Source: an optimization exercise on an open RTL-to-GDS flow (aim: small area, a short achievable clock period and few clock cycles per item). Production flows keep margins and buffers that such runs may drop. Function was checked by simulation only, so behaviour that the tests miss may differ from the original. The flow treats the clock pin as an ideal source, which a real chip does not have. Power and IR drop assume default switching activity.

<file path="flow/config.mk">
export PLATFORM = sky130hd
export DESIGN_NAME = matrix_dac_top
export DESIGN_NICKNAME = matrix_dac_top
export VERILOG_FILES = /design/flow/design.v
export SDC_FILE = /design/flow/constraint.sdc
export NUM_CORES = 4
export LEC_CHECK = 0
export CAP_MARGIN = 20
export CORE_MARGIN = 2
export CORE_UTILIZATION = 30
export PLACE_DENSITY = 0.5
export SETUP_SLACK_MARGIN = 4
export SLEW_MARGIN = 20
export SYNTH_MEMORY_MAX_BITS = 8192
</file>
<file path="flow/constraint.sdc">
create_clock -name core_clock -period 10.0 [get_ports {clk_250MHz}]
set_input_delay 2.0000 -clock core_clock [delete_from_list [all_inputs] [get_ports {clk_250MHz}]]
set_output_delay 2.0000 -clock core_clock [all_outputs]
set_load 0.01 [all_outputs]
</file>
<file path="flow/design.v">
`default_nettype none
package dac_cfg_pkg;
    localparam int SAMPLE_W = 10;
    localparam int COE_W    = 10;
    localparam int MAX_COLS = 64;
    localparam int MAX_ROWS = 8;
    localparam int COL_W    = 6;
    localparam int ROW_W    = 3;
    localparam int ACC_W    = 26;
    localparam int DIV_W    = 5;
    localparam int DAC_W    = 10;
    localparam int DAC_MAX  = 1023;
endpackage
`default_nettype wire
`default_nettype none
package dac_bus_pkg;
    typedef struct packed {
        logic        psel;
        logic        penable;
        logic        pwrite;
        logic [15:0] paddr;
        logic [31:0] pwdata;
    } apb_req_t;
    localparam logic [1:0] REGION_CFG = 2'd0;
    localparam logic [1:0] REGION_VEC = 2'd1;
    localparam logic [1:0] REGION_COE = 2'd2;
    localparam logic [1:0] CFG_ROWS = 2'd0;
    localparam logic [1:0] CFG_COLS = 2'd1;
    localparam logic [1:0] CFG_DIV  = 2'd2;
    typedef struct packed {
        logic [1:0]  region;
        logic [11:0] rsvd;
        logic [1:0]  index;
    } cfg_addr_t;
    typedef struct packed {
        logic [1:0] region;
        logic [7:0] rsvd;
        logic [5:0] col;
    } vec_addr_t;
    typedef struct packed {
        logic [1:0] region;
        logic [4:0] rsvd;
        logic [2:0] row;
        logic [5:0] col;
    } coe_addr_t;
    typedef union packed {
        cfg_addr_t cfg;
        vec_addr_t vec;
        coe_addr_t coe;
    } apb_addr_u;
endpackage
`default_nettype wire
`default_nettype none
module sample_ram #(
    parameter int DEPTH = 64,
    parameter int WIDTH = 10
) (
    input  logic                     clk_250MHz,
    input  logic                     wen,
    input  logic [$clog2(DEPTH)-1:0] waddr,
    input  logic [WIDTH-1:0]         wdat,
    input  logic [DEPTH-1:0]         rsel,
    output logic [WIDTH-1:0]         rdat
);
    logic [DEPTH-1:0][WIDTH-1:0] mem;
    for (genvar i = 0; i < DEPTH; i++) begin : g_word
        always_ff @(posedge clk_250MHz) begin
            if (wen && waddr == i) begin
                mem[i] <= wdat;
            end
        end
    end
    always_comb begin
        rdat = '0;
        for (int i = 0; i < DEPTH; i++) begin
            rdat = rdat | (mem[i] & {WIDTH{rsel[i]}});
        end
    end
endmodule
`default_nettype wire
`default_nettype none
import dac_cfg_pkg::*;
module mac_unit
(
    input  logic                        clk_250MHz,
    input  logic                        rst,
    input  logic                        issue,
    input  logic                        first_in,
    input  logic [SAMPLE_W-1:0]         x_in,
    input  logic [MAX_ROWS*COE_W-1:0]   y_in,
    output logic                        free,
    output logic                        half0,
    output logic                        mid,
    output logic [MAX_ROWS*ACC_W/2-1:0] sums_a,
    output logic [MAX_ROWS*ACC_W/2-1:0] sums_b
);
    localparam int LANES = MAX_ROWS / 2;
    logic                   half1;
    logic                   first_op;
    logic [SAMPLE_W-1:0]    x;
    logic [LANES*COE_W-1:0] y_cur;
    logic [LANES*COE_W-1:0] y_nxt;
    assign free = !half0;
    assign mid  = half1;
    always_ff @(posedge clk_250MHz) begin
        if (rst) begin
            half0 <= 1'b0;
            half1 <= 1'b0;
        end else begin
            half0 <= issue;
            half1 <= half0 && !issue;
        end
    end
    always_ff @(posedge clk_250MHz) begin
        if (issue) begin
            x        <= x_in;
            first_op <= first_in;
            y_cur    <= y_in[LANES*COE_W-1:0];
            y_nxt    <= y_in[MAX_ROWS*COE_W-1:LANES*COE_W];
        end else begin
            y_cur    <= y_nxt;
        end
    end
    for (genvar l = 0; l < LANES; l++) begin : g_lane
        logic [ACC_W-1:0]          acc_a;
        logic [ACC_W-1:0]          acc_b;
        logic [ACC_W-1:0]          base;
        logic [SAMPLE_W+COE_W-1:0] prod;
        assign base = first_op ? '0 : acc_a;
        assign prod = x * y_cur[l*COE_W +: COE_W];
        always_ff @(posedge clk_250MHz) begin
            if (half0 || half1) begin
                acc_a <= acc_b;
                acc_b <= base + ACC_W'(prod);
            end
        end
        assign sums_a[l*ACC_W +: ACC_W] = acc_a;
        assign sums_b[l*ACC_W +: ACC_W] = acc_b;
    end
endmodule
`default_nettype wire
`default_nettype none
import dac_cfg_pkg::*;
module dac_divider
(
    input  logic                       clk_250MHz,
    input  logic                       rst,
    input  logic                       go,
    input  logic                       last,
    input  logic [ROW_W-1:0]           row,
    input  logic [MAX_ROWS*ACC_W/2-1:0] sums_a,
    input  logic [MAX_ROWS*ACC_W/2-1:0] sums_b,
    input  logic                       mid,
    input  logic [DIV_W-1:0]           divisor,
    output logic                       done,
    output logic                       dac_en,
    output logic [ROW_W-1:0]           dac_row,
    output logic [DAC_W-1:0]           dac_sample
);
    logic [ACC_W-1:0] dividend;
    logic [3:1]       v;
    logic [3:1]       lst;
    logic [ROW_W-1:0] rw   [1:3];
    logic [3:1]       sat;
    logic [DIV_W-1:0] rem  [1:3];
    logic [DAC_W-1:0] quo  [1:3];
    logic [DAC_W-1:0] low  [1:3];
    logic [DIV_W-1:0] r_in  [1:4];
    logic [DAC_W-1:0] q_in  [1:4];
    logic [DAC_W-1:0] l_in  [1:4];
    logic [DIV_W-1:0] r_out [1:4];
    logic [DAC_W-1:0] q_out [1:4];
    logic [DAC_W-1:0] l_out [1:4];
    logic             use_b;
    logic [1:0]       lane;
    assign use_b    = row[ROW_W-1] || mid;
    assign lane     = row[1:0];
    assign dividend = use_b ? sums_b[lane*ACC_W +: ACC_W] : sums_a[lane*ACC_W +: ACC_W];
    assign r_in[1] = dividend[DAC_W+DIV_W-1:DAC_W];
    assign q_in[1] = '0;
    assign l_in[1] = dividend[DAC_W-1:0];
    for (genvar s = 2; s <= 4; s++) begin : g_in
        assign r_in[s] = rem[s-1];
        assign q_in[s] = quo[s-1];
        assign l_in[s] = low[s-1];
    end
    for (genvar s = 1; s <= 4; s++) begin : g_stage
        localparam int STEPS = (s == 1 || s == 4) ? 2 : 3;
        logic [DIV_W:0] t;
        always_comb begin
            r_out[s] = r_in[s];
            q_out[s] = q_in[s];
            l_out[s] = l_in[s];
            for (int i = 0; i < STEPS; i++) begin
                t = {r_out[s], l_out[s][DAC_W-1]};
                l_out[s] = {l_out[s][DAC_W-2:0], 1'b0};
                q_out[s] = {q_out[s][DAC_W-2:0], t >= {1'b0, divisor}};
                r_out[s] = q_out[s][0] ? DIV_W'(t - {1'b0, divisor}) : t[DIV_W-1:0];
            end
        end
    end
    always_ff @(posedge clk_250MHz) begin
        if (rst) begin
            v      <= '0;
            dac_en <= 1'b0;
        end else begin
            v      <= {v[2:1], go};
            dac_en <= v[3];
        end
        lst <= {lst[2:1], last};
        sat[1] <= dividend[ACC_W-1:DAC_W] >= (ACC_W-DAC_W)'(divisor);
        rw[1]  <= row;
        for (int s = 2; s <= 3; s++) begin
            sat[s] <= sat[s-1];
            rw[s]  <= rw[s-1];
        end
        for (int s = 1; s <= 3; s++) begin
            rem[s] <= r_out[s];
            quo[s] <= q_out[s];
            low[s] <= l_out[s];
        end
        dac_row    <= rw[3];
        dac_sample <= sat[3] ? DAC_W'(DAC_MAX) : q_out[4];
    end
    assign done = v[3] && lst[3];
endmodule
`default_nettype wire
`default_nettype none
import dac_cfg_pkg::*;
module mvm_ctrl
(
    input  logic                clk_250MHz,
    input  logic                rst,
    input  logic                trg,
    input  logic [ROW_W:0]      num_rows,
    input  logic [COL_W:0]      num_cols,
    input  logic                req_vec,
    input  logic                req_coe,
    input  logic [COL_W-1:0]    req_col,
    input  logic                cols_wr,
    input  logic                mac_free,
    input  logic                mac_half0,
    input  logic                div_done,
    output logic [COL_W-1:0]    rd_col,
    output logic                restart,
    output logic                first_op,
    output logic                issue,
    output logic                out_go,
    output logic [ROW_W-1:0]    out_row,
    output logic                out_last,
    output logic                busy
);
    logic [COL_W:0]   sweep;
    logic [COL_W:0]   cols_eff;
    logic [ROW_W-1:0] rows_last;
    logic             cols_wr_q;
    logic             first;
    logic             sent;
    logic             commit;
    logic             drained;
    assign cols_eff  = (num_cols == '0 || num_cols > (COL_W+1)'(MAX_COLS))
                       ? (COL_W+1)'(MAX_COLS) : num_cols;
    assign rows_last = (num_rows == '0 || num_rows > (ROW_W+1)'(MAX_ROWS))
                       ? ROW_W'(MAX_ROWS - 1) : ROW_W'(num_rows - 1'b1);
    assign commit   = req_vec || req_coe;
    assign restart  = cols_wr_q || (commit && ({1'b0, req_col} < sweep));
    assign issue    = !rst && (restart || (mac_free && sweep < cols_eff));
    assign rd_col   = restart ? '0 : sweep[COL_W-1:0];
    assign first_op = restart || first;
    always_ff @(posedge clk_250MHz) begin
        if (rst) begin
            cols_wr_q <= 1'b0;
            first     <= 1'b1;
            sweep     <= '0;
        end else begin
            cols_wr_q <= cols_wr;
            if (issue) begin
                first <= 1'b0;
                sweep <= restart ? (COL_W+1)'(1) : sweep + 1'b1;
            end
        end
    end
    assign drained  = !commit && !cols_wr_q && !mac_half0 && (sweep >= cols_eff);
    assign out_go   = busy && !sent && drained;
    assign out_last = out_row == rows_last;
    always_ff @(posedge clk_250MHz) begin
        if (rst) begin
            busy    <= 1'b0;
            sent    <= 1'b0;
            out_row <= '0;
        end else begin
            if (!busy) begin
                busy    <= trg;
                sent    <= 1'b0;
                out_row <= '0;
            end else begin
                if (out_go) begin
                    out_row <= out_row + 1'b1;
                    if (out_last) begin
                        sent <= 1'b1;
                    end
                end
                if (div_done) begin
                    busy <= 1'b0;
                end
            end
        end
    end
endmodule
`default_nettype wire
`default_nettype none
import dac_cfg_pkg::*;
import dac_bus_pkg::*;
module apb_loader
(
    input  logic                   clk_250MHz,
    input  logic                   rst,
    input  dac_bus_pkg::apb_req_t  apb,
    input  logic                   engine_idle,
    output logic [31:0]            prdata,
    output logic                   pready,
    output logic                   pslverr,
    output logic                   req_vec,
    output logic                   req_coe,
    output logic [ROW_W-1:0]       req_row,
    output logic [COL_W-1:0]       req_col,
    output logic [SAMPLE_W-1:0]    req_dat,
    output logic                   cols_wr,
    output logic [ROW_W:0]         num_rows,
    output logic [COL_W:0]         num_cols,
    output logic [DIV_W-1:0]       divisor
);
    dac_bus_pkg::apb_addr_u  addr;
    logic [1:0] region;
    logic       bad_addr;
    logic       wr;
    assign addr     = apb.paddr;
    assign region   = addr.cfg.region;
    assign bad_addr = (region == 2'd3) || (region == REGION_CFG && addr.cfg.index == 2'd3);
    assign pready  = apb.psel && apb.penable && engine_idle;
    assign pslverr = pready && bad_addr;
    assign wr      = pready && apb.pwrite && !bad_addr;
    assign cols_wr = wr && region == REGION_CFG && addr.cfg.index == CFG_COLS;
    always_comb begin
        prdata = '0;
        if (region == REGION_CFG) begin
            case (addr.cfg.index)
                CFG_ROWS: prdata = 32'(num_rows);
                CFG_COLS: prdata = 32'(num_cols);
                CFG_DIV:  prdata = 32'(divisor);
                default:  prdata = '0;
            endcase
        end
    end
    always_ff @(posedge clk_250MHz) begin
        if (rst) begin
            num_rows <= {{ROW_W{1'b0}}, 1'b1};
            num_cols <= {{COL_W{1'b0}}, 1'b1};
            divisor  <= {{(DIV_W-1){1'b0}}, 1'b1};
        end else if (wr && region == REGION_CFG) begin
            case (addr.cfg.index)
                CFG_ROWS: num_rows <= apb.pwdata[ROW_W:0];
                CFG_COLS: num_cols <= apb.pwdata[COL_W:0];
                CFG_DIV:  divisor  <= apb.pwdata[DIV_W-1:0];
                default:  ;
            endcase
        end
    end
    always_ff @(posedge clk_250MHz) begin
        if (rst) begin
            req_vec <= 1'b0;
            req_coe <= 1'b0;
        end else begin
            req_vec <= wr && region == REGION_VEC;
            req_coe <= wr && region == REGION_COE;
        end
    end
    always_ff @(posedge clk_250MHz) begin
        req_row <= addr.coe.row;
        req_col <= addr.coe.col;
        req_dat <= apb.pwdata[SAMPLE_W-1:0];
    end
endmodule
`default_nettype wire
`default_nettype none
import dac_cfg_pkg::*;
import dac_bus_pkg::*;
module matrix_dac_top
(
    input  logic          clk_250MHz,
    input  logic          rst,
    input  logic          trg,
    input  logic          psel,
    input  logic          penable,
    input  logic          pwrite,
    input  logic [15:0]   paddr,
    input  logic [31:0]   pwdata,
    output logic [31:0]   prdata,
    output logic          pready,
    output logic          pslverr,
    output logic [1:0]    state,
    output logic          dac_en,
    output logic [2:0]    dac_row,
    output logic [9:0]    dac_sample
);
    dac_bus_pkg::apb_req_t apb;
    assign apb.psel    = psel;
    assign apb.penable = penable;
    assign apb.pwrite  = pwrite;
    assign apb.paddr   = paddr;
    assign apb.pwdata  = pwdata;
    logic                        busy;
    logic                        req_vec;
    logic                        req_coe;
    logic [ROW_W-1:0]            req_row;
    logic [COL_W-1:0]            req_col;
    logic [SAMPLE_W-1:0]         req_dat;
    logic                        cols_wr;
    logic [ROW_W:0]              num_rows;
    logic [COL_W:0]              num_cols;
    logic [DIV_W-1:0]            divisor;
    logic [COL_W-1:0]            rd_col;
    logic [MAX_COLS-1:0]         rd_sel;
    logic [SAMPLE_W-1:0]         vec_rdat;
    logic [MAX_ROWS*COE_W-1:0]   coe_rdat;
    logic                        restart;
    logic                        first_op;
    logic                        issue;
    logic                        mac_free;
    logic                        mac_half0;
    logic                        mac_mid;
    logic [SAMPLE_W-1:0]         mac_x;
    logic [MAX_ROWS*COE_W-1:0]   mac_y;
    logic [MAX_ROWS*ACC_W/2-1:0] sums_a;
    logic [MAX_ROWS*ACC_W/2-1:0] sums_b;
    logic                        bypass;
    logic                        out_go;
    logic [ROW_W-1:0]            out_row;
    logic                        out_last;
    logic                        div_done;
    assign state = {1'b0, busy};
    always_comb begin
        rd_sel = '0;
        rd_sel[rd_col] = 1'b1;
    end
    apb_loader loader_i (
        .clk_250MHz  (clk_250MHz),
        .rst         (rst),
        .apb         (apb),
        .engine_idle (!busy),
        .prdata      (prdata),
        .pready      (pready),
        .pslverr     (pslverr),
        .req_vec     (req_vec),
        .req_coe     (req_coe),
        .req_row     (req_row),
        .req_col     (req_col),
        .req_dat     (req_dat),
        .cols_wr     (cols_wr),
        .num_rows    (num_rows),
        .num_cols    (num_cols),
        .divisor     (divisor)
    );
    sample_ram #(.DEPTH(MAX_COLS), .WIDTH(SAMPLE_W)) vec_ram_i (
        .clk_250MHz (clk_250MHz),
        .wen        (req_vec),
        .waddr      (req_col),
        .wdat       (req_dat),
        .rsel       (rd_sel),
        .rdat       (vec_rdat)
    );
    for (genvar r = 0; r < MAX_ROWS; r++) begin : g_coe
        sample_ram #(.DEPTH(MAX_COLS), .WIDTH(COE_W)) coe_ram_i (
            .clk_250MHz (clk_250MHz),
            .wen        (req_coe && req_row == ROW_W'(r)),
            .waddr      (req_col),
            .wdat       (req_dat),
            .rsel       (rd_sel),
            .rdat       (coe_rdat[r*COE_W +: COE_W])
        );
    end
    assign bypass = req_col == rd_col;
    assign mac_x  = (req_vec && bypass) ? req_dat : vec_rdat;
    for (genvar r = 0; r < MAX_ROWS; r++) begin : g_byp
        assign mac_y[r*COE_W +: COE_W] = (req_coe && bypass && req_row == ROW_W'(r))
                                         ? req_dat : coe_rdat[r*COE_W +: COE_W];
    end
    mvm_ctrl ctrl_i (
        .clk_250MHz (clk_250MHz),
        .rst        (rst),
        .trg        (trg),
        .num_rows   (num_rows),
        .num_cols   (num_cols),
        .req_vec    (req_vec),
        .req_coe    (req_coe),
        .req_col    (req_col),
        .cols_wr    (cols_wr),
        .mac_free   (mac_free),
        .mac_half0  (mac_half0),
        .div_done   (div_done),
        .rd_col     (rd_col),
        .restart    (restart),
        .first_op   (first_op),
        .issue      (issue),
        .out_go     (out_go),
        .out_row    (out_row),
        .out_last   (out_last),
        .busy       (busy)
    );
    mac_unit mac_i (
        .clk_250MHz (clk_250MHz),
        .rst        (rst),
        .issue      (issue),
        .first_in   (first_op),
        .x_in       (mac_x),
        .y_in       (mac_y),
        .free       (mac_free),
        .half0      (mac_half0),
        .mid        (mac_mid),
        .sums_a     (sums_a),
        .sums_b     (sums_b)
    );
    dac_divider div_i (
        .clk_250MHz (clk_250MHz),
        .rst        (rst),
        .go         (out_go),
        .last       (out_last),
        .row        (out_row),
        .sums_a     (sums_a),
        .sums_b     (sums_b),
        .mid        (mac_mid),
        .divisor    (divisor),
        .done       (div_done),
        .dac_en     (dac_en),
        .dac_row    (dac_row),
        .dac_sample (dac_sample)
    );
endmodule
`default_nettype wire
</file>
<file path="flow/run.sh">
#!/bin/bash
# synth_recipe.tcl (not shown) runs the flow's synth.tcl, then flattens the netlist and writes it again
# the make line also repeats each setting of config.mk as NAME=value (left out here)
make -C /OpenROAD-flow-scripts/flow DESIGN_CONFIG=/design/flow/config.mk WORK_HOME=/design/flow/orfs CLKGATE_MAP_FILE= SYNTH_SCRIPT=/design/flow/synth_recipe.tcl finish
</file>
==> impl_metrics.ini, run 1 <==
[power]
p_seq_share_pct = 28.1
powerDensity_mw_per_mm2 = 398.7
power.switching_uw = 48000
ir_drop_mv = 1.134
p_int_uw = 68470
clockPowerShare_pct = 20.5
power_uw = 116500
p_sw_share_pct = 41.21
combPwrFrac_pct = 51.4
power.leakage_uw = 0.09436

[grt]
grt_pass1_wl_mm = 1503
grt_pass1_vias = 152000
grt-ovfl-total = 0
antenna_found_initial = 204
grt_usage_pct = 27.12
grt_max_degree = 183

[cts]
clock-sinks = 6189
clkSlewWorstSetupHoldPaths_ns = 0.07
cts_tree = built
clk_latency_ns = 1.21
clock_path_buffers = 4
hold_buffers = 0
h-tree-depth = 6
cts_root_buf = clkbuf_16
numCtsBuffers = 641

[placed_design]
hpwl_mm = 737.4
io_buffers = 50
postPlaceCellArea_mm2 = 0.2666
gp_congestion = 0.9802

[timing]
clock_skew_ns = 0.1153
fin_crit_ns = 6.409
fin_setup_tns_ns = 0
hold_viol_final = 0
fmaxAchievable_ghz = 0.1560
rsz0062_at_grt = yes
setup_viol = 0
slew_headroom_pct = 3.719
post-route-period-util_pct = 64.09
drv_slew = 0
tightest_slew_ns = 1.444

[floorplanning]
core_mm2 = 0.8175
die_y_um = 909.7
initial_utilization_pct = 30.10
io_pins = 104
die-area_mm2 = 0.8275
rows = 332
die_w_um = 909.7

[yosys]
synth_top_area_cell = edfxtp_1
synth_area_leaders = edfxtp_1 (73%), a22oi_1 (2.8%), fa_1 (2.7%)
synth.avg_cell_area_um2 = 16.25
syn_inst = 15140
synth_cell_types = 102
yosysSeqAreaShare_pct = 74.83
synthesis.area_mm2 = 0.2461
synth_seq_cells = 6189
async_flop_share_pct = 0
synth_flop_cell = edfxtp_1
synth-edff-count = 6019
yosysWarnings = 16
synth_top_area_share_pct = 73.45

[worst_setup_path]
ff2ff_setup_slack_ns = 3.59
reg2reg_to = mac_i.y_cur[34]
arrival_ns = 7.39
required_ns = 10.99
reg2reg_from = ctrl_i.sweep[6]
path_cells = and4b_1 > a21oi_4 > buf_6 > buf_12 > o21ai_1 > nand2_2 > buf_4 > mux2_2 > a222oi_1 > o211ai_1 > nor2_1 > a21oi_1
rr_worst_depth = 12
path_class = reg2reg
cp_slowest_cell = dfxtp_1
crit_family = compound AO/OA/AOI/OAI gates
start_kind = flip-flop
end_kind = flip-flop
slowest_delay_ns = 1.06
critPathBufInv = 3
worstPathMaxFanout = 49

[drt]
drt-initial-drc-count = 35730
wl_per_cell_um = 42.24
remaining_drc_errors = 0
detail-route-antenna-nets = 0
drtPass1Iterations = 9
viasPerCell = 6.178
num_vias = 171900
wirelength_mm = 1175

[worst_hold_path]
worstHoldPathType = reg2reg
worstHoldStart = div_i.low[1][3]
hold_end = div_i.low[2][6]
min_path_cells = 0

[layout]
area_growth_pct = 18.71
n_fill_cell = 77230
nets = 16890
stdcell_area_mm2 = 0.2921
drive_above_1_share_pct = 17.94

[run_status]
status = complete, no violations

[run]
cap_violations = 0
[registers in the layout, indices dropped and copies added, names as in the netlist, 5 cells and up]
name,count
div_i.low,15
ctrl_i.sweep,7
mac_i.g_lane.acc_a,104
mac_i.g_lane.acc_b,104
mac_i.x,10
vec_ram_i.mem,640
loader_i.num_cols,7
div_i.dac_sample,10
div_i.rem,15
loader_i.req_dat,10
div_i.quo,15
div_i.rw,9
loader_i.divisor,5
mac_i.y_cur,40
mac_i.y_nxt,40
loader_i.req_col,6
g_coe.coe_ram_i.mem,5120
[cell usage after synthesis, drive strengths merged, types with 143 or more instances]
cell / number
a22o: 361
a22oi: 911
nand2: 987
a221oi: 357
buf: 474
fa: 337
a222oi: 368
and2: 223
o21ai: 170
nand4: 313
clkbuf: 449
nor3: 143
nor2: 829
dfxtp: 170
nand3: 238
inv: 527
edfxtp: 6019
ha: 311
a21oi: 327
[metal layers]
metal	vias to the layer above	global-route usage [%]	wire length, um
li1	62950	-	-
met1	88980	34.89	428700
met2	16320	37.33	476600
met3	3524	11.86	185000
met4	92	16.47	82970
met5	-	1.567	2094
[cell families (layout without fill, tap and decap cells)]
kind of cell | Yosys count | after routing | share of synthesized area [%]
DFF | 6189 | 6189 | 74.83
and+or+nand+nor | 3286 | 3298 | 6.474
AOI/OAI and AO/OA | 3221 | 3222 | 10.37
buffers and inverters | 1451 | 2982 | 2.458
adders and majority gates | 648 | 648 | 4.323
muxes | 228 | 228 | 1.130
xor gates and xnor gates | 116 | 116 | 0.4129
other | 1 | 284 | 0.001524
[cell type report]
class / instances / area (um2) / area share [%]
repair buffers: 1288 / 11580 / 3.965
diodes: 258 / 645.6 / 0.2210
clock buffers: 816 / 16930 / 5.797
flip-flops and latches: 6189 / 184200 / 63.07
clock inverters: 350 / 3507 / 1.201
multi-input cells: 7538 / 59630 / 20.41
well taps: 10860 / 13580 / 4.650
inverters: 528 / 1999 / 0.6845
[power by group through the flow]
stage / clock, uW / sequential, uW / combinational, uW
2_1_floorplan: 0 / 32600 / 33600
3_3_place_gp: 0 / 33300 / 50100
3_5_place_dp: 0 / 33300 / 50000
4_1_cts: 23900 / 32700 / 54100
5_1_grt: 24900 / 32800 / 64500
6_report: 23900 / 32700 / 59800
[through the flow]
| step | hold WS (ns) | util [%] | setup slack (ns) | cells |
|---|---|---|---|---|
| after CTS | 0.3234 | 35.40 | 3.922 | 27460 |
| after global placement | 0.3108 | 32.57 | 2.196 | 26140 |
| after global routing | 0.3279 | 35.67 | 3.787 | 27630 |
| after detailed placement | 0.3121 | 32.61 | 2.085 | 26150 |
| final | 0.3224 | 35.73 | 3.591 | 27820 |
| after floorplan | 0.3096 | - | 4.191 | 15170 |
[layout by cell type, fill, tap and decap left out, types with 51 or more instances in the layout]
cell type | synthesis | routed
nand2b_1 | 55 | 51
a221oi_1 | 357 | 348
edfxtp_1 | 6019 | 6019
a21oi_1 | 324 | 296
o21ai_0 | 165 | 144
clkbuf_16 | 0 | 650
a22oi_1 | 910 | 909
nor4_1 | 124 | 72
dfxtp_1 | 170 | 128
inv_1 | 527 | 515
nor2b_1 | 107 | 105
a32oi_1 | 83 | 82
clkinv_2 | 0 | 96
ha_1 | 311 | 294
mux2i_1 | 99 | 95
mux2_2 | 97 | 96
buf_4 | 55 | 1055
nand3_1 | 237 | 221
nor2_2 | 2 | 234
diode_2 | 0 | 258
a221o_1 | 98 | 98
nand2_1 | 984 | 920
a222oi_1 | 368 | 368
buf_6 | 6 | 54
nand4_1 | 313 | 313
and3_1 | 96 | 82
clkbuf_1 | 449 | 153
clkinv_1 | 1 | 142
nor3_1 | 139 | 93
and2_1 | 222 | 206
xnor2_1 | 85 | 84
nor2_1 | 827 | 561
buf_12 | 0 | 100
fa_1 | 337 | 329
a22o_1 | 361 | 360
[worst max path at each step]
stage | start | end | slack (ns) | cells after the start
detailed placement | ctrl_i.sweep[4] | mac_i.y_nxt[21] | 2.09 | 20
CTS | mac_i.x[6] | mac_i.g_lane[1].acc_b[23] | 3.92 | 24
finish | ctrl_i.sweep[6] | mac_i.y_cur[34] | 3.59 | 12
floorplan | loader_i.divisor[1] | div_i.rem[2][3] | 4.19 | 23
global route | mac_i.x[6] | mac_i.g_lane[1].acc_b[25] | 3.79 | 24
global placement | ctrl_i.sweep[4] | mac_i.y_nxt[21] | 2.20 | 19
[repair_timing]
action                                  in CTS  in global routing
pin swaps                                   49                103
endpoints found under the setup margin     159                130
setup buffers                              131                 91
cloned                                      14                  7
resized for setup                          228                218
Testbench counts, summed over its fixed seeds: cycles 9,965, runs 96.
==> run 2, diff against run 1 <==
--- a/flow/design.v
+++ b/flow/design.v
@@ -62,3 +62,4 @@
     input  logic [DEPTH-1:0]         rsel,
-    output logic [WIDTH-1:0]         rdat
+    output logic [WIDTH-1:0]         rdat,
+    output logic [WIDTH-1:0]         rdat0
 );
@@ -72,2 +73,3 @@
     end
+    assign rdat0 = mem[0];
     always_comb begin
@@ -91,3 +93,3 @@
     output logic                        free,
-    output logic                        half0,
+    output logic                        busy,
     output logic                        mid,
@@ -97,5 +99,10 @@
     localparam int LANES = MAX_ROWS / 2;
+    localparam int PROD_W = SAMPLE_W + COE_W;
+    logic                   half0;
     logic                   half1;
+    logic                   acc0;
+    logic                   acc1;
     logic                   first_op;
-    logic [SAMPLE_W-1:0]    x;
+    logic                   first_acc;
+    logic [SAMPLE_W-1:0]    x [LANES];
     logic [LANES*COE_W-1:0] y_cur;
@@ -103,3 +110,4 @@
     assign free = !half0;
-    assign mid  = half1;
+    assign busy = half0 || half1 || acc0;
+    assign mid  = acc1;
     always_ff @(posedge clk_250MHz) begin
@@ -108,2 +116,4 @@
             half1 <= 1'b0;
+            acc0  <= 1'b0;
+            acc1  <= 1'b0;
         end else begin
@@ -111,2 +121,4 @@
             half1 <= half0 && !issue;
+            acc0  <= half0;
+            acc1  <= half1;
         end
@@ -115,3 +127,2 @@
         if (issue) begin
-            x        <= x_in;
             first_op <= first_in;
@@ -122,12 +133,18 @@
         end
+        first_acc <= first_op;
     end
     for (genvar l = 0; l < LANES; l++) begin : g_lane
-        logic [ACC_W-1:0]          acc_a;
-        logic [ACC_W-1:0]          acc_b;
-        logic [ACC_W-1:0]          base;
-        logic [SAMPLE_W+COE_W-1:0] prod;
-        assign base = first_op ? '0 : acc_a;
-        assign prod = x * y_cur[l*COE_W +: COE_W];
+        logic [ACC_W-1:0]  acc_a;
+        logic [ACC_W-1:0]  acc_b;
+        logic [ACC_W-1:0]  base;
+        logic [PROD_W-1:0] prod;
         always_ff @(posedge clk_250MHz) begin
-            if (half0 || half1) begin
+            if (issue) begin
+                x[l] <= x_in;
+            end
+            prod <= x[l] * y_cur[l*COE_W +: COE_W];
+        end
+        assign base = first_acc ? '0 : acc_a;
+        always_ff @(posedge clk_250MHz) begin
+            if (acc0 || acc1) begin
                 acc_a <= acc_b;
@@ -241,5 +258,6 @@
     input  logic                mac_free,
-    input  logic                mac_half0,
+    input  logic                mac_busy,
     input  logic                div_done,
-    output logic [COL_W-1:0]    rd_col,
+    output logic [MAX_COLS-1:0] rd_sel,
+    output logic                rd_hit,
     output logic                restart,
@@ -267,3 +285,3 @@
     assign issue    = !rst && (restart || (mac_free && sweep < cols_eff));
-    assign rd_col   = restart ? '0 : sweep[COL_W-1:0];
+    assign rd_hit   = restart ? (req_col == '0) : (req_col == sweep[COL_W-1:0]);
     assign first_op = restart || first;
@@ -274,2 +292,3 @@
             sweep     <= '0;
+            rd_sel    <= MAX_COLS'(1);
         end else begin
@@ -277,4 +296,5 @@
             if (issue) begin
-                first <= 1'b0;
-                sweep <= restart ? (COL_W+1)'(1) : sweep + 1'b1;
+                first  <= 1'b0;
+                sweep  <= restart ? (COL_W+1)'(1) : sweep + 1'b1;
+                rd_sel <= restart ? MAX_COLS'(2) : {rd_sel[MAX_COLS-2:0], 1'b0};
             end
@@ -282,3 +302,3 @@
     end
-    assign drained  = !commit && !cols_wr_q && !mac_half0 && (sweep >= cols_eff);
+    assign drained  = !commit && !cols_wr_q && !mac_busy && (sweep >= cols_eff);
     assign out_go   = busy && !sent && drained;
@@ -421,6 +441,10 @@
     logic [DIV_W-1:0]            divisor;
-    logic [COL_W-1:0]            rd_col;
     logic [MAX_COLS-1:0]         rd_sel;
+    logic                        rd_hit;
     logic [SAMPLE_W-1:0]         vec_rdat;
     logic [MAX_ROWS*COE_W-1:0]   coe_rdat;
+    logic [SAMPLE_W-1:0]         vec_rdat0;
+    logic [MAX_ROWS*COE_W-1:0]   coe_rdat0;
+    logic [SAMPLE_W-1:0]         vec_col;
+    logic [MAX_ROWS*COE_W-1:0]   coe_col;
     logic                        restart;
@@ -429,3 +453,3 @@
     logic                        mac_free;
-    logic                        mac_half0;
+    logic                        mac_busy;
     logic                        mac_mid;
@@ -435,3 +459,2 @@
     logic [MAX_ROWS*ACC_W/2-1:0] sums_b;
-    logic                        bypass;
     logic                        out_go;
@@ -441,6 +464,2 @@
     assign state = {1'b0, busy};
-    always_comb begin
-        rd_sel = '0;
-        rd_sel[rd_col] = 1'b1;
-    end
     apb_loader loader_i (
@@ -469,3 +488,4 @@
         .rsel       (rd_sel),
-        .rdat       (vec_rdat)
+        .rdat       (vec_rdat),
+        .rdat0      (vec_rdat0)
     );
@@ -478,10 +498,12 @@
             .rsel       (rd_sel),
-            .rdat       (coe_rdat[r*COE_W +: COE_W])
+            .rdat       (coe_rdat[r*COE_W +: COE_W]),
+            .rdat0      (coe_rdat0[r*COE_W +: COE_W])
         );
     end
-    assign bypass = req_col == rd_col;
-    assign mac_x  = (req_vec && bypass) ? req_dat : vec_rdat;
+    assign vec_col = restart ? vec_rdat0 : vec_rdat;
+    assign coe_col = restart ? coe_rdat0 : coe_rdat;
+    assign mac_x   = (req_vec && rd_hit) ? req_dat : vec_col;
     for (genvar r = 0; r < MAX_ROWS; r++) begin : g_byp
-        assign mac_y[r*COE_W +: COE_W] = (req_coe && bypass && req_row == ROW_W'(r))
-                                         ? req_dat : coe_rdat[r*COE_W +: COE_W];
+        assign mac_y[r*COE_W +: COE_W] = (req_coe && rd_hit && req_row == ROW_W'(r))
+                                         ? req_dat : coe_col[r*COE_W +: COE_W];
     end
@@ -498,5 +520,6 @@
         .mac_free   (mac_free),
-        .mac_half0  (mac_half0),
+        .mac_busy   (mac_busy),
         .div_done   (div_done),
-        .rd_col     (rd_col),
+        .rd_sel     (rd_sel),
+        .rd_hit     (rd_hit),
         .restart    (restart),
@@ -517,3 +540,3 @@
         .free       (mac_free),
-        .half0      (mac_half0),
+        .busy       (mac_busy),
         .mid        (mac_mid),
--- a/flow/config.mk
+++ b/flow/config.mk
@@ -7,8 +7,9 @@
 export LEC_CHECK = 0
-export CAP_MARGIN = 20
+export CAP_MARGIN = 30
 export CORE_MARGIN = 2
 export CORE_UTILIZATION = 30
+export CTS_BUF_LIST = sky130_fd_sc_hd__clkbuf_8
 export PLACE_DENSITY = 0.5
-export SETUP_SLACK_MARGIN = 4
-export SLEW_MARGIN = 20
+export SETUP_SLACK_MARGIN = 5
+export SLEW_MARGIN = 40
 export SYNTH_MEMORY_MAX_BITS = 8192
==> run 2 against run 1 <==
Cell count down 0.43%; sequential power decreased by 4%; clock skew shrank 0.00081 ns; critical endpoint is now mac_i.g_lane[3].prod[17]; first-iteration DRC count fell by 12%; area after synthesis grew 0.14%; clock power down 15%; wire length decreased by 4.9%; setup slack better by 1.2 ns; sequential share of layout area up 2.3 points; worst hold slack better by 0.0032 ns; largest cell class unchanged; still clean on timing, DRC and antenna.
==> impl_metrics.ini, run 2 <==
[run_status]
status = complete, no violations

[cts]
clock-sinks = 6335
cts_root_buf = clkbuf_8
clkSlewWorstSetupHoldPaths_ns = 0.06
hold_buffers = 0
h-tree-depth = 6
clock_path_buffers = 4
cts_tree = built
numCtsBuffers = 962
clk_latency_ns = 1.49

[power]
p_int_uw = 57030
power.leakage_uw = 0.09302
clockPowerShare_pct = 22.8
ir_drop_mv = 0.9872
powerDensity_mw_per_mm2 = 312.0
power.switching_uw = 32430
p_seq_share_pct = 35.1
combPwrFrac_pct = 42.2
p_sw_share_pct = 36.25

[timing]
rsz0062_at_grt = yes
setup_viol = 0
fmaxAchievable_ghz = 0.1937
fin_crit_ns = 5.164
drv_slew = 0
post-route-period-util_pct = 51.64
slew_headroom_pct = 31.01
hold_slack_ns = 0.3255
fin_setup_tns_ns = 0
hold_viol_final = 0
tightest_slew_ns = 1.030
clock_skew_ns = 0.1145

[yosys]
yosysSeqAreaShare_pct = 75.91
synthMostInstantiatedCell = edfxtp_1
synth_area_leaders = edfxtp_1 (73%), a22oi_1 (4.4%), dfxtp_1 (2.6%)
synth_top_area_share_pct = 73.34
ys_top_cells_by_count = edfxtp_1 (6,019), a22oi_1 (1,440), nor2_1 (796), a221oi_1 (721), a22o_1 (720)
synth_cell_types = 85
async_flop_share_pct = 0
synth_seq_cells = 6335
synth.avg_cell_area_um2 = 16.50
synth_top_area_cell = edfxtp_1
synthesis.area_mm2 = 0.2464
syn_inst = 14940
synth_flop_cell = edfxtp_1
synth-edff-count = 6019
yosysWarnings = 16

[worst_setup_path]
slowest_delay_ns = 0.54
end_kind = flip-flop
ff2ff_setup_slack_ns = 4.84
required_ns = 11.30
path_cells = buf_12 > and2_4 > fa_1 > inv_2 > fa_1 > inv_1 > ha_1 > inv_2 > fa_1 > inv_1 > fa_1 > ha_4 > o21ai_2 > nand2b_1 > o41a_1 > a41o_1 > o41a_1 > a211o_1 > a21oi_2 > xnor2_1
path_class = reg2reg
cp_slowest_cell = fa_1
arrival_ns = 6.46
crit_top_cell = fa_1
worstPathMaxFanout = 4
start_kind = flip-flop

[grt]
grt_pass1_vias = 152800
grt_usage_pct = 25.85
antenna_found_initial = 85
grt_pass1_wl_mm = 1448
grt_max_degree = 192
grt-ovfl-total = 0

[layout]
drive_above_1_share_pct = 16.92
most-common-layout-cells = edfxtp_1 (6,019), a22oi_1 (1,440), clkbuf_8 (992)
stdcell_area_mm2 = 0.2867
final_common_cell = edfxtp_1
final_cells = 27700
nets = 16680
largest-register = g_coe.coe_ram_i.mem
area_growth_pct = 16.36
top_regs = g_coe.coe_ram_i.mem (5120), vec_ram_i.mem (640)
largest_reg_flops = 5120

[drt]
wirelength_mm = 1118
drt-initial-drc-count = 31330
wl_per_cell_um = 40.36
viasPerCell = 6.014
detail-route-antenna-nets = 0
remaining_drc_errors = 0
num_vias = 166600
drtPass1Iterations = 6

[placed_design]
io_buffers = 50
dp.cells = 25770
hpwl_mm = 655.8
postPlaceCellArea_mm2 = 0.2666
gp_congestion = 0.9063

[floorplanning]
die_w_um = 910.3
die_y_um = 910.3
io_pins = 104
core_mm2 = 0.8179
rows = 332
initial_utilization_pct = 30.13
die-area_mm2 = 0.8287

[run]
cap_violations = 0

[worst_hold_path]
worstHoldPathType = reg2reg
## run 2: final timing paths
path	from	endpoint	cells after the start
min	div_i.lst[2]	div_i.lst[3]	0
max reg2reg	mac_i.x[3][4]	mac_i.g_lane[3].prod[17]	20
min reg2reg	div_i.lst[2]	div_i.lst[3]	0
max	mac_i.x[3][4]	mac_i.g_lane[3].prod[17]	20
## run 2: kinds of logic (layout without fill, tap and decap cells)
kind of cell    count (synthesis)  in the layout  synth area share [%]
flops                        6335           6335                 75.91
compound gates               3602           3603                 11.35
simple gates                 2783           2783                 5.483
buf+inv                      1309           3126                 2.042
fa+ha+maj                     632            632                 4.004
xor+xnor                      164            164                0.5829
mux                           109            109                0.6230
other cells                     1             95              0.001522
## run 2: layout make-up
cell class / count / area (um2)
Timing Repair Buffer: 998 / 9121
Clock buffer: 992 / 13650
Inverter: 379 / 1430
Clock inverter: 757 / 3860
Multi-Input combinational cell: 7317 / 57550
Fill cell: 77810 / 531200
Antenna cell: 69 / 172.7
Sequential cell: 6335 / 187400
Tap cell: 10860 / 13580
## run 2: through the flow
stage,utilization (%),total power (uW),setup slack [ns]
floorplan,-,54760,4.942
global placement,32.41,63600,3.973
detailed placement,32.60,63330,4.031
CTS,34.90,86930,4.792
global route,35.04,94830,4.667
finish,35.06,89460,4.836
## run 2: layer usage
metal | up-vias | wire [um] | GRT usage [%]
met2 | 14000 | 476800 | 38.18
met5 | - | 225 | 0
met4 | 30 | 65600 | 12.56
li1 | 62470 | - | -
met3 | 2771 | 157900 | 8.131
met1 | 87320 | 417600 | 34.50
## run 2: worst max-delay path: cells and delay by family (launching register included)
kind                     cells  cell delay, ns
adder cells (fa/ha/maj)      6            2.53
buffers and inverters        5            0.36
AND/OR/NAND/NOR              2            0.22
AO/OA/AOI/OAI                6            1.30
XOR/XNOR                     1            0.14
flip-flops                   1            0.49
## run 2: power groups by stage
stage          clock, uW  combinational [uW]  sequential [uW]
5_1_grt            21400               42000            31400
6_report           20400               37700            31400
2_1_floorplan          0               23200            31600
4_1_cts            20400               35200            31300
3_3_place_gp           0               31700            31900
3_5_place_dp           0               31400            31900
## run 2: what timing repair did
| item | 4_1_cts | 5_1_grt |
|---|---|---|
| gates cloned | 9 | 4 |
| pin swaps | 86 | 78 |
| resized for setup | 169 | 111 |
| setup buffers | 57 | 38 |
| setup endpoints to repair | 63 | 51 |
Testbench counts of run 2, summed over its fixed seeds: cycles 10,061, runs 96.
==> run 3, diff against run 2 <==
--- a/flow/design.v
+++ b/flow/design.v
@@ -128,7 +128,5 @@
             first_op <= first_in;
-            y_cur    <= y_in[LANES*COE_W-1:0];
-            y_nxt    <= y_in[MAX_ROWS*COE_W-1:LANES*COE_W];
-        end else begin
-            y_cur    <= y_nxt;
         end
+        y_cur <= issue ? y_in[LANES*COE_W-1:0] : y_nxt;
+        y_nxt <= y_in[MAX_ROWS*COE_W-1:LANES*COE_W];
         first_acc <= first_op;
@@ -139,3 +137,15 @@
         logic [ACC_W-1:0]  base;
-        logic [PROD_W-1:0] prod;
+        logic [COE_W*PROD_W-1:0] pp;
+        logic [PROD_W-1:0] ps;
+        logic [PROD_W-1:0] pc;
+        logic [PROD_W-1:0] prod_s;
+        logic [PROD_W-1:0] prod_c;
+        for (genvar i = 0; i < COE_W; i++) begin : g_pp
+            assign pp[i*PROD_W +: PROD_W] = y_cur[l*COE_W + i] ? (PROD_W'(x[l]) << i) : '0;
+        end
+        csa_tree #(.N(COE_W), .W(PROD_W)) tree_i (
+            .rows (pp),
+            .sum  (ps),
+            .cry  (pc)
+        );
         always_ff @(posedge clk_250MHz) begin
@@ -144,3 +154,4 @@
             end
-            prod <= x[l] * y_cur[l*COE_W +: COE_W];
+            prod_s <= ps;
+            prod_c <= pc;
         end
@@ -150,3 +161,3 @@
                 acc_a <= acc_b;
-                acc_b <= base + ACC_W'(prod);
+                acc_b <= base + ACC_W'(prod_s) + ACC_W'(prod_c);
             end
@@ -159,2 +170,39 @@
 `default_nettype none
+module csa_tree #(
+    parameter int N = 10,
+    parameter int W = 20
+) (
+    input  logic [N*W-1:0] rows,
+    output logic [W-1:0]   sum,
+    output logic [W-1:0]   cry
+);
+    localparam int G  = N / 3;
+    localparam int M1 = N - G;
+    logic [M1*W-1:0] nxt;
+    for (genvar g = 0; g < G; g++) begin : g_fa
+        logic [W-1:0] a;
+        logic [W-1:0] b;
+        logic [W-1:0] c;
+        assign a = rows[(3*g)*W +: W];
+        assign b = rows[(3*g+1)*W +: W];
+        assign c = rows[(3*g+2)*W +: W];
+        assign nxt[(2*g)*W +: W]   = a ^ b ^ c;
+        assign nxt[(2*g+1)*W +: W] = ((a & b) | (a & c) | (b & c)) << 1;
+    end
+    for (genvar k = 0; k < N - 3*G; k++) begin : g_pass
+        assign nxt[(2*G+k)*W +: W] = rows[(3*G+k)*W +: W];
+    end
+    if (M1 <= 2) begin : g_done
+        assign sum = nxt[W-1:0];
+        assign cry = nxt[M1*W-1 -: W];
+    end else begin : g_more
+        csa_tree #(.N(M1), .W(W)) next_i (
+            .rows (nxt),
+            .sum  (sum),
+            .cry  (cry)
+        );
+    end
+endmodule
+`default_nettype wire
+`default_nettype none
 import dac_cfg_pkg::*;
@@ -171,2 +219,3 @@
     input  logic [DIV_W-1:0]           divisor,
+    input  logic [DIV_W+1:0]           neg_div,
     output logic                       done,
@@ -205,3 +254,4 @@
         localparam int STEPS = (s == 1 || s == 4) ? 2 : 3;
-        logic [DIV_W:0] t;
+        logic [DIV_W:0]   t;
+        logic [DIV_W+1:0] d;
         always_comb begin
@@ -212,5 +262,6 @@
                 t = {r_out[s], l_out[s][DAC_W-1]};
+                d = {1'b0, t} + neg_div;
                 l_out[s] = {l_out[s][DAC_W-2:0], 1'b0};
-                q_out[s] = {q_out[s][DAC_W-2:0], t >= {1'b0, divisor}};
-                r_out[s] = q_out[s][0] ? DIV_W'(t - {1'b0, divisor}) : t[DIV_W-1:0];
+                q_out[s] = {q_out[s][DAC_W-2:0], !d[DIV_W+1]};
+                r_out[s] = d[DIV_W+1] ? t[DIV_W-1:0] : d[DIV_W-1:0];
             end
@@ -350,3 +401,4 @@
     output logic [COL_W:0]         num_cols,
-    output logic [DIV_W-1:0]       divisor
+    output logic [DIV_W-1:0]       divisor,
+    output logic [DIV_W+1:0]       neg_div
 );
@@ -376,2 +428,9 @@
         if (rst) begin
+            neg_div <= '1;
+        end else if (wr && region == REGION_CFG && addr.cfg.index == CFG_DIV) begin
+            neg_div <= -{2'b00, apb.pwdata[DIV_W-1:0]};
+        end
+    end
+    always_ff @(posedge clk_250MHz) begin
+        if (rst) begin
             num_rows <= {{ROW_W{1'b0}}, 1'b1};
@@ -441,2 +500,3 @@
     logic [DIV_W-1:0]            divisor;
+    logic [DIV_W+1:0]            neg_div;
     logic [MAX_COLS-1:0]         rd_sel;
@@ -480,3 +540,4 @@
         .num_cols    (num_cols),
-        .divisor     (divisor)
+        .divisor     (divisor),
+        .neg_div     (neg_div)
     );
@@ -555,2 +616,3 @@
         .divisor    (divisor),
+        .neg_div    (neg_div),
         .done       (div_done),
--- a/flow/config.mk
+++ b/flow/config.mk
@@ -11,3 +11,3 @@
 export CTS_BUF_LIST = sky130_fd_sc_hd__clkbuf_8
-export PLACE_DENSITY = 0.5
+export PLACE_DENSITY = 0.45
 export SETUP_SLACK_MARGIN = 5
==> run 3 against run 2 <==
Cell area rose by 0.11%; flip-flop and latch count rose by 58; clock skew rose by 0.037 ns; combinational power fell by 56%; setup slack got worse by 0.18 ns; area after synthesis fell by 0.29%; sequential share of layout area rose by 0.20 points; non-clock buffer count rose by 38; clock-buffer cell count rose by 232; sequential power rose by 2%; largest cell class unchanged; largest power group is now registers.
==> impl_metrics.ini, run 3 <==
[run_status]
status = complete, no violations

[grt]
grt_pass1_vias = 151400
grt-ovfl-total = 0
grt_pass1_wl_mm = 1492
grt_usage_pct = 27.17
grt_max_degree = 179
antenna_found_initial = 114

[floorplanning]
die-area_mm2 = 0.8263
initial_utilization_pct = 30.09
io_pins = 104
rows = 332
die_y_um = 909.0
core_mm2 = 0.8167
die_w_um = 909.0

[yosys]
synth_cell_types = 75
syn_inst = 14450
synth_seq_cells = 6393
synthXorXnorAreaFrac_pct = 0.4527
yosysSeqAreaShare_pct = 76.44
synthAdderAreaFrac_pct = 4.217
synth_top_family_by_area = compound AO/OA/AOI/OAI gates
synth_top_area_cell = edfxtp_1
ys_top_cells_by_count = edfxtp_1 (5,979), a22o_1 (990), a221oi_1 (989), a22oi_1 (907), nor2_1 (734)
yosysWarnings = 16
synth_compound_area_share_pct = 11.26
synth_flop_cell = edfxtp_1
synthesis.area_mm2 = 0.2457
synth-edff-count = 5979
synth.avg_cell_area_um2 = 17.01
synth_area_leaders = edfxtp_1 (73%), a22o_1 (3.5%), a221oi_1 (3.5%)
synth_top_area_share_pct = 73.07
synth-simple-area-share_pct = 4.975
synthMostInstantiatedCell = edfxtp_1
muxShareOfSynthArea_pct = 0.6955
async_flop_share_pct = 0

[layout]
multi_input_area_mm2 = 0.05521
fin_util_pct = 35.15
nets = 16440
final_common_cell = edfxtp_1
largest-register = g_coe.coe_ram_i.mem
top_regs = g_coe.coe_ram_i.mem (5120), vec_ram_i.mem (640)
n_fill_cell = 77990
area_growth_pct = 16.82
largest_reg_flops = 5120
drive_above_1_share_pct = 17.24
seq_area_mm2 = 0.1881
most-common-layout-cells = edfxtp_1 (5,979), clkbuf_8 (1,224), a22o_1 (990)
stdcell_area_mm2 = 0.2870

[cts]
clk_latency_ns = 1.52
clkSlewWorstSetupHoldPaths_ns = 0.06
cts_root_buf = clkbuf_8
h-tree-depth = 7
clock-sinks = 6393
clock_path_buffers = 5
cts_tree = built
numCtsBuffers = 1156

[worst_setup_path]
reg2reg_to = div_i.rem[2][3]
path_class = reg2reg
start_kind = flip-flop
reg2reg_from = loader_i.neg_div[0]
crit_start = loader_i.neg_div[0]
worstPathMaxFanout = 5
ff2ff_setup_slack_ns = 4.66
rr_worst_depth = 24
end_kind = flip-flop
required_ns = 11.33
arrival_ns = 6.67

[timing]
fin_crit_ns = 5.343
slew_headroom_pct = 30.97
post-route-period-util_pct = 53.43
fin_setup_tns_ns = 0
tightest_slew_ns = 1.036
clock_skew_ns = 0.1519
hold_viol_final = 0
drv_slew = 0
fmaxAchievable_ghz = 0.1872
setup_viol = 0
hold_slack_ns = 0.3172
rsz0062_at_grt = yes

[power]
p_sw_share_pct = 31.05
p_seq_share_pct = 44.8
powerDensity_mw_per_mm2 = 247.5
power_uw = 71030
ir_drop_mv = 0.2624
p_int_uw = 48980
combPwrFrac_pct = 23.4
power.leakage_uw = 0.09434
clockPowerShare_pct = 31.8
power.switching_uw = 22060

[placed_design]
gp_congestion = 0.8842
postPlaceCellArea_mm2 = 0.2659
hpwl_mm = 686.1
io_buffers = 50

[drt]
met1_length_mm = 448.7
num_vias = 163100
highest-signal-layer = met5
remaining_drc_errors = 0
routed-wl-met2_mm = 509.5
route.met3.wl_mm = 140.8
wl_per_cell_um = 42.08
detail-route-antenna-nets = 0
drt-initial-drc-count = 30840
drtPass1Iterations = 6
viasPerCell = 5.932
wirelength_mm = 1157

[worst_hold_path]
min_path_cells = 0
worstHoldStart = div_i.low[2][5]
hold_end = div_i.low[3][8]
worstHoldPathType = reg2reg

[run]
cap_violations = 0
-- run 3: changes by cell type in the layout (fill, tap and decap cells not counted), moves of 47 or more --
| cell | change |
|---|---|
| a21oi_1 | +47 |
| a221oi_1 | +267 |
| a22o_1 | +270 |
| a22oi_1 | -533 |
| and2_1 | +125 |
| buf_4 | +82 |
| clkbuf_8 | +232 |
| clkinv_1 | -80 |
| dfxtp_1 | +94 |
| fa_1 | +80 |
| ha_1 | -51 |
| nand3_1 | -225 |
| nor3_1 | -78 |
| xnor2_1 | -59 |
-- run 3: critical path: stages (launching register included) --
cell      delay (ns)
dfxtp_4         0.39
ha_4            0.17
fa_2            0.34
a21o_1          0.20
a21oi_2         0.17
o21bai_1        0.10
a21oi_2         0.24
xnor2_4         0.19
mux2_4          0.36
ha_4            0.24
nor2b_4         0.12
o21ai_2         0.11
nand2b_1        0.09
a21o_1          0.21
a21oi_4         0.18
xnor2_4         0.16
mux2_4          0.35
fa_2            0.36
a21o_1          0.19
a21oi_2         0.14
o21bai_1        0.11
a21oi_2         0.17
xnor2_2         0.20
inv_2           0.10
mux2_4          0.31
-- run 3: repair_timing --
item,in CTS,in global routing
resized for setup,86,17
setup buffers,43,14
endpoints found under the setup margin,27,31
pin swaps,25,30
hold buffers,0,0
cloned,1,0
-- run 3: cell type report --
| class | instances | area share, % |
|---|---|---|
| Clock inverter | 730 | 1.085 |
| Timing Repair Buffer | 1036 | 3.081 |
| Inverter | 293 | 0.3831 |
| Antenna cell | 84 | 0.07323 |
| Multi-Input combinational cell | 6881 | 19.24 |
| Tap cell | 10860 | 4.732 |
| Clock buffer | 1224 | 5.869 |
| Sequential cell | 6393 | 65.54 |
-- run 3: layer usage --
| metal | global-route usage [%] | vias up |
|---|---|---|
| met3 | 7.566 | 2359 |
| met2 | 40.95 | 12430 |
| met5 | 0 | - |
| met1 | 36.59 | 87140 |
| met4 | 12.25 | 50 |
| li1 | - | 61140 |
-- run 3: worst max path at each step --
stage	slack [ns]	end	cells past startpoint
after floorplan	4.93	div_i.rem[2][3]	24
after global placement	3.41	div_i.rem[1][2]	20
after detailed placement	3.60	div_i.rem[1][2]	20
after CTS	4.59	div_i.rem[2][3]	24
after global routing	4.38	div_i.rem[2][3]	24
final	4.66	div_i.rem[2][3]	24
-- run 3: cells by family after synthesis --
logic type | Yosys count
AOI/OAI and AO/OA | 3506
buffers and inverters | 1196
DFF | 6393
and+or+nand+nor | 2468
muxes | 128
xor gates and xnor gates | 127
other | 1
adders and majority gates | 626
-- run 3: metrics by stage --
| stage | worst slack, ns | cells |
|---|---|---|
| global route | 4.385 | 27460 |
| detailed placement | 3.601 | 25390 |
| global placement | 3.415 | 25380 |
| finish | 4.657 | 27500 |
| floorplan | 4.932 | 14470 |
| CTS | 4.586 | 27390 |
-- run 3: power by group through the flow --
stage               logic [uW]  registers (uW)  clock network [uW]
floorplan                10700           31800                   0
global placement         16100           32400                   0
detailed placement       16200           32400                   0
CTS                      16700           31800               22700
global route             18900           31900               23800
finish                   16600           31900               22600
Testbench counts of run 3, summed over its fixed seeds: cycles 10,061, runs 96.
==> run 4, diff against run 3 <==
==> flow/flow/run.sh (new file) <==
#!/bin/bash
# The standard layout, with one extra setup-repair pass on the placement
# after clock tree synthesis (aiming SETUP_TARGET_MARGIN ns below the
# constrained period). Each tool's output goes to a log file here.
set -euo pipefail
res=$(pwd)/orfs/results/${FLOW_PLATFORM}/matrix_dac_top/base
bash standard.sh cts > std_to_cts.log 2>&1
RES_DIR=$res SETUP_TARGET_MARGIN=5.6 openroad -no_init -exit flow/extra_repair.tcl > extra_repair.log 2>&1
bash standard.sh finish > std_finish.log 2>&1
test -s out/final.def
==> flow/flow/extra_repair.tcl (new file) <==
# Extra setup repair on the clock-tree-synthesised placement, aiming below the
# constraint's period by SETUP_TARGET_MARGIN ns; then re-legalise placement.
set pdir $::env(FLOW_HOME)/platforms/sky130hd
set res $::env(RES_DIR)
read_liberty $pdir/lib/sky130_fd_sc_hd__tt_025C_1v80.lib
read_db $res/4_cts.odb
read_sdc $res/4_cts.sdc
source $pdir/setRC.tcl
set dont_use {}
set f [open $pdir/config.mk r]
set txt [read $f]
close $f
if {[regexp {export DONT_USE_CELLS \+= \\\n((?:[^\n]*\\\n)*[^\n]*)} $txt -> block]} {
  foreach w [regsub -all {\\} $block " "] { lappend dont_use $w }
}
puts "dont_use: [llength $dont_use] cells"
set_dont_use $dont_use
estimate_parasitics -placement
puts "before: setup ws [worst_slack -max] hold ws [worst_slack -min]"
repair_timing -setup -setup_margin $::env(SETUP_TARGET_MARGIN) -repair_tns 100 -match_cell_footprint -verbose
estimate_parasitics -placement
puts "after setup repair: setup ws [worst_slack -max] hold ws [worst_slack -min]"
repair_timing -hold -hold_margin 0 -match_cell_footprint -verbose
set_placement_padding -global -left 0 -right 0
detailed_placement
check_placement -verbose
estimate_parasitics -placement
puts "final: setup ws [worst_slack -max] hold ws [worst_slack -min]"
write_db $res/4_cts.odb
==> flow/standard.sh (new file) <==
#!/bin/bash
# synth_recipe.tcl (not shown) runs the flow's synth.tcl, then flattens the netlist and writes it again
# the make line also repeats each setting of config.mk as NAME=value (left out here)
make -C /OpenROAD-flow-scripts/flow DESIGN_CONFIG=/design/flow/config.mk WORK_HOME=/design/flow/orfs CLKGATE_MAP_FILE= SYNTH_SCRIPT=/design/flow/synth_recipe.tcl "${@:-finish}"
removed: flow/run.sh
==> run 4 against run 3 <==
Die area stayed put; core utilization about the same; register-to-register slack lost 0.05 ns; non-clock buffer count up 15; cell area is essentially flat; clock power hardly changed; highest routed layer unchanged; critical endpoint unchanged.
==> impl_metrics.ini, run 4 <==
[run_status]
status = complete, no violations

[cts]
numCtsBuffers = 1156
h-tree-depth = 7
clock-sinks = 6393
cts_tree = built
hold_buffers = 0
clkSlewWorstSetupHoldPaths_ns = 0.06
clk_latency_ns = 1.51
clock_path_buffers = 5
cts_root_buf = clkbuf_8

[timing]
clock_skew_ns = 0.1496
drv_slew = 0
tightest_slew_ns = 1.039
post-route-period-util_pct = 53.95
setup_ws_ns = 4.605
setup_viol = 0
hold_viol_final = 0
fin_setup_tns_ns = 0
fin_crit_ns = 5.395
fmaxAchievable_ghz = 0.1853
rsz0062_at_grt = yes
slew_headroom_pct = 30.10

[drt]
drtPass1Iterations = 8
detail-route-antenna-nets = 0
wl_per_cell_um = 42.17
remaining_drc_errors = 0
num_vias = 163100
wirelength_mm = 1160
drt-initial-drc-count = 30750
viasPerCell = 5.931

[worst_hold_path]
worstHoldPathType = reg2reg

[yosys]
synth_compound_area_share_pct = 11.26
synth_area_leaders = edfxtp_1 (73%), a22o_1 (3.5%), a221oi_1 (3.5%)
synth.avg_cell_area_um2 = 17.01
muxShareOfSynthArea_pct = 0.6955
synthAdderAreaFrac_pct = 4.217
async_flop_share_pct = 0
ys_top_cells_by_count = edfxtp_1 (5,979), a22o_1 (990), a221oi_1 (989), a22oi_1 (907), nor2_1 (734)
synth_cell_types = 75
synthesis.area_mm2 = 0.2457
synth_top_area_share_pct = 73.07
synth_top_area_cell = edfxtp_1
synth_seq_cells = 6393
yosysSeqAreaShare_pct = 76.44
synth-edff-count = 5979
synth-simple-area-share_pct = 4.975
synthMostInstantiatedCell = edfxtp_1
yosysWarnings = 16
synth_flop_cell = edfxtp_1
syn_inst = 14450
synth_top_family_by_area = compound AO/OA/AOI/OAI gates
synthXorXnorAreaFrac_pct = 0.4527

[placed_design]
io_buffers = 50
dp_slack_ns = 3.601
postPlaceCellArea_mm2 = 0.2659
hpwl_mm = 686.1
gp_congestion = 0.8842

[floorplanning]
die_y_um = 909.0
core_mm2 = 0.8167
die_w_um = 909.0
initial_utilization_pct = 30.09
io_pins = 104
die-area_mm2 = 0.8263
rows = 332

[layout]
nets = 16460
top_regs = g_coe.coe_ram_i.mem (5120), vec_ram_i.mem (640)
largest-register = g_coe.coe_ram_i.mem
drive_above_1_share_pct = 17.48
largest_reg_flops = 5120
final_common_cell = edfxtp_1
most-common-layout-cells = edfxtp_1 (5,979), clkbuf_8 (1,224), a22o_1 (990)
area_growth_pct = 16.92
stdcell_area_mm2 = 0.2873
n_fill_cell = 77980

[power]
powerDensity_mw_per_mm2 = 247.5
ir_drop_mv = 0.2659
power.leakage_uw = 0.09448

[grt]
grt_pass1_wl_mm = 1495
antenna_found_initial = 104
grt_max_degree = 179
grt-ovfl-total = 0
grt_usage_pct = 27.24
grt_pass1_vias = 151700

[worst_setup_path]
crit_top_cell = a21oi_2
slowest_delay_ns = 0.38
path_class = reg2reg
arrival_ns = 6.71
worstPathMaxFanout = 5
path_cells = ha_4 > fa_2 > a21o_1 > a21oi_2 > o21bai_1 > a21oi_2 > xnor2_4 > buf_4 > buf_4 > mux2_2 > ha_1 > a21o_1 > a21oi_4 > xnor2_4 > mux2_4 > fa_2 > a21o_1 > a21oi_2 > o21bai_1 > a21oi_2 > xnor2_2 > inv_2 > mux2_4
end_kind = flip-flop
start_kind = flip-flop
required_ns = 11.32
cp_slowest_cell = dfxtp_4

[run]
cap_violations = 0
==> run 4: kinds of logic (layout without fill, tap and decap cells) <==
| kind of cell | count (synthesis) | after routing |
|---|---|---|
| fa+ha+maj | 626 | 626 |
| compound gates | 3506 | 3508 |
| other cells | 1 | 105 |
| buf+inv | 1196 | 3298 |
| simple gates | 2468 | 2468 |
| xor+xnor | 127 | 127 |
| mux | 128 | 128 |
| flops | 6393 | 6393 |
==> run 4: repair_timing <==
action                     4_1_cts  5_1_grt
buffers inserted                43        9
pin swaps                       25       19
gates resized for setup         86        9
gates cloned                     1        0
setup endpoints to repair       27       18
==> run 4: power breakdown <==
group | leakage (uW) | switching [uW] | internal, uW
Combinational | 0.0253 | 9800 | 6920
Clock | 0.0119 | 11100 | 11400
Sequential | 0.0573 | 1130 | 30700
Total | 0.0945 | 22100 | 49000
==> run 4: metrics by stage <==
step	power, uW	cells	hold slack [ns]	util, %
5_1_grt	74800	27480	0.3275	35.17
6_report	71110	27510	0.3186	35.18
3_5_place_dp	48560	25390	0.3121	32.56
3_3_place_gp	48510	25380	0.3107	32.42
4_1_cts	71220	27390	0.3191	35.07
2_1_floorplan	42500	14470	0.3096	-
==> run 4: routing by layer <==
metal	track usage, %	vias to the layer above	share of wire [%]
li1	-	61170	-
met1	36.64	87090	39
met2	40.96	12490	44
met3	7.692	2347	12
met4	12.39	40	5.2
met5	0	-	0.023
==> run 4: worst max-delay path, delay by kind of cell (launching register included) <==
family,cells,cell delay (ns)
compound gates,10,1.79
xor+xnor,3,0.55
buf+inv,3,0.37
flops,1,0.38
mux,3,1.00
fa+ha+maj,4,1.18
==> run 4: final timing paths <==
| check | startpoint | cells after the start | endpoint | slack, ns |
|---|---|---|---|---|
| max | loader_i.neg_div[0] | 23 | div_i.rem[2][3] | 4.60 |
| min | div_i.low[2][5] | 0 | div_i.low[3][8] | 0.32 |
| max reg2reg | loader_i.neg_div[0] | 23 | div_i.rem[2][3] | 4.60 |
| min reg2reg | div_i.low[2][5] | 0 | div_i.low[3][8] | 0.32 |
==> run 4: area by class of cell <==
cell class              instances  area [um2]  area share, %
flip-flops and latches       6393      188100          65.49
multi-input cells            6883       55320          19.25
clock buffers                1224       16850          5.864
well taps                   10860       13580          4.727
repair buffers               1051        8996          3.131
clock inverters               730        3114          1.084
inverters                     293        1100         0.3828
diodes                         79       197.7        0.06881

## port drivers added, routing unchanged
No port has a modelled driver above. Below, the same layouts with a new extraction and two added sets of constraints. Step 1 (the two cells are an assumption about what drives the block):
set clk [get_ports {clk_250MHz}]
set_driving_cell -lib_cell sky130_fd_sc_hd__clkbuf_16 $clk
set_driving_cell -lib_cell sky130_fd_sc_hd__buf_2 [delete_from_list [all_inputs] $clk]
Step 2 also shifts input and output timing later by t, the mid clock arrival at the registers, as if the neighbouring blocks saw the same clock. a / b / c = ideal / step 1 / step 2; a / b = the first two.
| run | shift t [ns] | setup slack, ns | worst hold slack (ns) | pins driven straight from the clock port |
|---|---|---|---|---|
| run 1 | 1.319 | 3.591 / 3.591 / 3.591 | 0.322 / 0.322 / 0.322 | 1 |
| run 2 | 1.571 | 4.836 / 4.836 / 4.836 | 0.326 / 0.326 / 0.326 | 1 |
| run 3 | 1.613 | 4.657 / 4.657 / 4.657 | 0.317 / 0.317 / 0.317 | 1 |
| run 4 | 1.589 | 4.605 / 4.605 / 4.605 | 0.319 / 0.319 / 0.319 | 1 |
After both steps every run listed still meets setup and hold.
